From an optimization exercise on the open Yosys and OpenROAD flow, aimed at small area, a short achievable clock period and few clock cycles per item; shortcuts taken in it are not production practice.
The RTL was checked by simulation tests, not by an equivalence proof against the original design.
Power is estimated from default activity; no workload was simulated.

Design bark_difference_hash_bits_core, start of the top module:
module bark_difference_hash_bits_core #(
    parameter int NUM_BANDS    = 33,
    parameter int ENERGY_WIDTH = 32
) (
    input  logic                          aclk,
    input  logic                          aresetn,
    input  logic                          cfg_valid,
    output logic                          cfg_ready,
    input  bdh_pkg::cfg_idx_t             cfg_index,
    input  logic [bdh_pkg::CFG_DATA_W-1:0] cfg_data,
    input  logic                          s_tvalid,
    output logic                          s_tready,
    input  logic [bdh_pkg::S_TDATA_W-1:0] s_tdata,    
    input  logic [0:0]                    s_tuser,    
    output logic                          m_tvalid,
    input  logic                          m_tready,
    output logic [bdh_pkg::M_TDATA_W-1:0] m_tdata,
    output logic [0:0]                    m_tuser,    
    output logic                          m_tlast     
);
==> flow/config.mk <==
export PLATFORM = sky130hd
export DESIGN_NAME = bark_difference_hash_bits_core
export DESIGN_NICKNAME = bark_difference_hash_bits_core
export VERILOG_FILES = /design/flow/design.v
export SDC_FILE = /design/flow/constraint.sdc
export NUM_CORES = 4
export LEC_CHECK = 0
export CAP_MARGIN = 20
export CORE_MARGIN = 2
export CORE_UTILIZATION = 45
export SETUP_SLACK_MARGIN = 5
export SLEW_MARGIN = 20
==> flow/constraint.sdc <==
create_clock -name core_clock -period 9.0 [get_ports {aclk}]
set_input_delay 1.8000 -clock core_clock [delete_from_list [all_inputs] [get_ports {aclk}]]
set_output_delay 1.8000 -clock core_clock [all_outputs]
set_load 0.01 [all_outputs]
standard.sh (not shown) runs the stock make flow with config.mk's settings and CLKGATE_MAP_FILE= SYNTH_SCRIPT=/design/flow/synth_recipe.tcl, a recipe that flattens the netlist after the stock synthesis.
==> flow/flow/run.sh <==
#!/bin/bash
set -euo pipefail
sed -e 's/SETUP_SLACK_MARGIN=[0-9.]*/SETUP_SLACK_MARGIN=6.5/' standard.sh > standard_margin.sh
grep -q 'SETUP_SLACK_MARGIN=6.5' standard_margin.sh
bash standard_margin.sh > standard_flow.log 2>&1
The first run completed without violations.
Testbench counts at the start, summed over its fixed seeds: cycles 7,800, frames 192.
Change:
==> flow/run.sh (new file) <==
#!/bin/bash
# synth_recipe.tcl (not shown) runs the flow's synth.tcl, then flattens the netlist and writes it again
# the make line also repeats each setting of config.mk as NAME=value (left out here)
make -C /OpenROAD-flow-scripts/flow DESIGN_CONFIG=/design/flow/config.mk WORK_HOME=/design/flow/orfs CLKGATE_MAP_FILE= SYNTH_SCRIPT=/design/flow/synth_recipe.tcl finish
removed: flow/flow/run.sh
removed: flow/standard.sh
The changed run passed the timing, DRC and antenna checks. Global-route usage goes down by 1.5 points. Cell area is lower by 7.8%. Hold slack degrades by 3.4 ps. Wire length drops by 8.7%. Die area is unchanged.

---

Another version of the RTL of bark_difference_hash_bits_core (not shown whole).
Size in the first run: about 10,000 cells after synthesis, ~3,000 flip-flops, ~130 I/O pins, ~140,000 sq um of cells after synthesis.
Design bark_difference_hash_bits_core, start of the top module:
module bark_difference_hash_bits_core #(
    parameter int NUM_BANDS    = 33,
    parameter int ENERGY_WIDTH = 32
) (
    input  logic                          aclk,
    input  logic                          aresetn,
    input  logic                          cfg_valid,
    output logic                          cfg_ready,
    input  bdh_pkg::cfg_idx_t             cfg_index,
    input  logic [bdh_pkg::CFG_DATA_W-1:0] cfg_data,
    input  logic                          s_tvalid,
    output logic                          s_tready,
    input  logic [bdh_pkg::S_TDATA_W-1:0] s_tdata,    
    input  logic [0:0]                    s_tuser,    
    output logic                          m_tvalid,
    input  logic                          m_tready,
    output logic [bdh_pkg::M_TDATA_W-1:0] m_tdata,
    output logic [0:0]                    m_tuser,    
    output logic                          m_tlast     
);
clock: 9.0 ns
lec_check: 0
cap_margin: 20
core_margin: 2
core_utilization: 50
cts_buf_list: sky130_fd_sc_hd__clkbuf_8
cts_cluster_diameter: 50
cts_cluster_size: 16
setup_slack_margin: 5
slew_margin: 20
==> flow/flow/run.sh <==
#!/bin/bash
set -euo pipefail
sed -e 's/SETUP_SLACK_MARGIN=[0-9.]*/SETUP_SLACK_MARGIN=5.5/' standard.sh > standard_margin.sh
grep -q 'SETUP_SLACK_MARGIN=5.5' standard_margin.sh
bash standard_margin.sh > standard_flow.log 2>&1
Testbench counts at the start, summed over its fixed seeds: cycles 7,800, frames 192.
==> next run, changes <==
- CORE_UTILIZATION: 50 -> 45
Effect: Final area climbs by 0.49%. Power stays flat. Worst setup slack gets better by 0.020 ns. Wire length goes up by 0.50%. Count of clock-buffer cells in the layout rises by 3. Clock skew increases by 0.029 ns. Sequential cell count stays the same. Die area rises by 11%. Combinational power is lower by about 2%. Fmax grows by 0.55%. Synthesized cell count stays the same.

## static timing again, ports no longer ideal
The flow's constraints put no driver on any port. The routed layouts listed below were extracted and timed again, unchanged, in two steps. Step 1 (the two cells are an assumption about what drives the block):
set clk [get_ports {aclk}]
set_driving_cell -lib_cell sky130_fd_sc_hd__clkbuf_16 $clk
set_driving_cell -lib_cell sky130_fd_sc_hd__buf_2 [delete_from_list [all_inputs] $clk]
Step 2 also shifts input and output timing later by t, the mid clock arrival at the registers, as if the neighbouring blocks saw the same clock. Slacks: ideal / step 1 / step 2; pairs: ideal / step 1.
| run | shift t [ns] | setup WS [ns] | hold WS [ns] | worst data-port slew with drivers (ns) |
|---|---|---|---|---|
| the first run of note 1 | 1.012 | 5.362 / 5.362 / 5.362 | 0.390 / 0.390 / 0.390 | 0.07 |
| the second run of note 1 | 1.011 | 5.024 / 5.024 / 5.011 | 0.387 / 0.387 / 0.387 | 0.07 |
| the first run of note 2 | 1.126 | 5.348 / 5.252 / 4.517 | 0.399 / 0.399 / 0.399 | 0.12 |
| the second run of note 2 | 1.147 | 5.368 / 5.275 / 4.874 | 0.359 / 0.359 / 0.359 | 0.05 |
After both steps every run listed still meets setup and hold. For the first run of note 2, which loses most, drivers alone change the setup slack by -0.096 ns; drivers and shift together by -0.831 ns.
